From an optimization exercise on the open Yosys and OpenROAD flow, aimed at small area, a short achievable clock period and few clock cycles per item; shortcuts taken in it are not production practice.
The RTL was checked by simulation tests, not by an equivalence proof against the original design.

## birch
Design jam, start of the top module:
module jam (
	input  logic                    clk,
	input  logic                    rst_n,
	input  logic                    in_valid,
	input  jam_types_pkg::cost_t    in_cost,
	output logic                    out_valid,
	output jam_types_pkg::out_job_t out_job,
	output jam_types_pkg::total_t   out_cost
);
Size: about 5500 cells after synthesis, roughly 25 I/O pins, roughly 0.059 mm2 of cells after synthesis.
==> flow/config.mk <==
export PLATFORM = sky130hd
export DESIGN_NAME = jam
export DESIGN_NICKNAME = jam
export VERILOG_FILES = /design/flow/design.v
export SDC_FILE = /design/flow/constraint.sdc
export NUM_CORES = 4
export LEC_CHECK = 0
export CAP_MARGIN = 20
export CORE_MARGIN = 2
export CORE_UTILIZATION = 45
export SETUP_SLACK_MARGIN = 5
export SLEW_MARGIN = 20
==> flow/constraint.sdc <==
create_clock -name core_clock -period 9.0 [get_ports {clk}]
set_input_delay 1.8000 -clock core_clock [delete_from_list [all_inputs] [get_ports {clk}]]
set_output_delay 1.8000 -clock core_clock [all_outputs]
set_load 0.01 [all_outputs]
run.sh (not shown) runs the stock make flow with config.mk's settings and CLKGATE_MAP_FILE= SYNTH_SCRIPT=/design/flow/synth_recipe.tcl, a recipe that flattens the netlist after the stock synthesis.
Testbench counts of birch, summed over its fixed seeds: cycles 2,632, items 24.
Input changes introduced in oak (baseline for comparison: birch):
diff --git a/flow/design.v b/flow/design.v
--- a/flow/design.v
+++ b/flow/design.v
@@ -76,26 +76,17 @@
 		enc8[2] = oh[4] | oh[5] | oh[6] | oh[7];
 	endfunction
 	logic [5:0]   lcnt;
 	logic         ldone;
 	logic [447:0] amat;
 	logic         load_en;
-	logic         iv_q;
-	logic [6:0]   ic_q;
-	always_ff @(posedge clk or negedge rst_n) begin
-		if (!rst_n) iv_q <= 1'b0;
-		else        iv_q <= in_valid;
-	end
-	always_ff @(posedge clk) begin
-		ic_q <= in_cost;
-	end
-	assign load_en = iv_q && !ldone;
+	assign load_en = in_valid && !ldone;
 	for (genvar k = 0; k < 64; k++) begin : g_store
 		always_ff @(posedge clk) begin
 			if (load_en && lcnt == 6'(k)) begin
-				amat[k*7 +: 7] <= ic_q;
+				amat[k*7 +: 7] <= in_cost;
 			end
 		end
 	end
 	logic [2:0]  est;
 	logic [2:0]  ph;        
 	logic        first;     
@@ -188,13 +179,13 @@
 			3'd3: rowv = amat[168 +: 56];
 			3'd4: rowv = amat[224 +: 56];
 			3'd5: rowv = amat[280 +: 56];
 			3'd6: rowv = amat[336 +: 56];
 			default: rowv = amat[392 +: 56];
 		endcase
-		if (lastin && r1 == lcnt[5:3]) rowv[55:49] = ic_q;
+		if (lastin && r1 == lcnt[5:3]) rowv[55:49] = in_cost;
 	end
 	always_ff @(posedge clk) begin
 		rowv_q <= rowv;
 		K_q    <= K1;
 		tr1    <= (est == E_TS) ? tcnt[2:0] : 3'd0;
 	end
## What came out
Gate count of the mapped netlist: oak < birch
Proportion of layout cells with a drive suffix above 1 sits higher in oak than in birch.
birch → oak: DRC violation total after the first TritonRoute iteration moved up, initial standard-cell utilization of the core moved up.
The number of cells on the critical path reported for oak is greater than that of birch by 3.
Fraction of area in multi-input gates: birch vs oak, no meaningful difference
From birch to oak the numbers moved as follows: number of clock buffers inserted by TritonCTS went up by 1; wire length of the first global-routing pass held; count of final max-slew check failures neither gained nor lost much; number of clock sinks now sits lower.
Testbench counts of oak, summed over its fixed seeds: cycles 2,608, items 24.

========
Setup of before:
Another version of the RTL of jam (not shown whole).
Size: about 6300 cells after synthesis, roughly 0.058 mm² of cells after synthesis.
clock: 9.0 ns
lec_check: 0
abc_area: 1
cap_margin: 20
core_margin: 2
core_utilization: 45
setup_slack_margin: 5
slew_margin: 20
Testbench counts of before, summed over its fixed seeds: cycles 2,608, items 24.
Input-level comparison between after and before:
--- a/flow/design.v
+++ b/flow/design.v
@@ -413,19 +413,21 @@
 				D    <= kmin;
 			end
 			E_X: begin
 				if (!wbusy && !pvj) begin
 					for (int j = 0; j < 8; j++) begin
 						if (used[j]) begin
-							logic [6:0] dl;
-							dl = 7'(D - d[j][6:0]);
-							w[j] <= w[j] + dl;
-							z[j] <= z[j] + dl;
+							logic [19:0] cw;
+							logic [19:0] cz;
+							cw = csa10({3'd0, w[j]}, {3'd0, D}, ~{2'd0, d[j]});
+							cz = csa10({3'd0, z[j]}, {3'd0, D}, ~{2'd0, d[j]});
+							w[j] <= 7'(add10(cw[9:0], cw[19:10], 1'b1));
+							z[j] <= 7'(add10(cz[9:0], cz[19:10], 1'b1));
 						end
 					end
-					tot  <= tot + 10'(D);
+					tot  <= add10(tot, {3'd0, D}, 1'b0);
 					jc   <= jnb;
 					wrs  <= wroot;
 					wrow <= ph;
 					wD   <= D;
 					used <= '0;
 					dU  <= '0;
--- outcome ---
Fraction of the mapped netlist area in simple logic gates: before vs after — no meaningful difference. after ended up with a lower register share of the cell area than before did. Cell count (after vs. before) increases by a few percent. after has more setup slack than before. after: highest fanout seen on the critical path is 8 lower than what before reported. The full die area of after exceeds that of before by about 2.4%. Pin slew with the least headroom to its limit across after and before: no real change. As of after, total number of placement rows had risen slightly compared to before.
Testbench counts of after, summed over its fixed seeds: cycles 2,608, items 24.

## re-timing with driven ports
No port has a modelled driver above. Below, the same layouts with a new extraction and two added sets of constraints. Step 1: set_driving_cell puts a clkbuf_16 on clk and a buf_2 on each other input, an assumption about the parent block. Step 2, shift: input delay + t, output delay - t, t = (earliest + latest rising clock arrival at the registers) / 2. This alone moves slack from input paths to output paths. Slacks: ideal ports / drivers / drivers and shift; pairs: ideal ports / drivers.
run | t (ns) | setup slack, ns | worst setup path after step 2 | worst register clock-pin slew, ns | cell pins on the clock port's net
birch | 0.806 | 4.824 / 4.824 / 4.824 | register to register | 0.07 / 0.07 | 1
oak | 0.835 | 4.887 / 4.887 / 4.113 | input to register | 0.07 / 0.07 | 1
before | 0.806 | 4.962 / 4.966 / 4.160 | input to register | 0.07 / 0.07 | 1
after | 0.805 | 4.985 / 4.985 / 4.348 | input to register | 0.07 / 0.07 | 1
After both steps setup and hold are still met in every run listed. For before, which loses most, drivers alone change the setup slack by +0.004 ns; drivers and shift together by -0.802 ns.
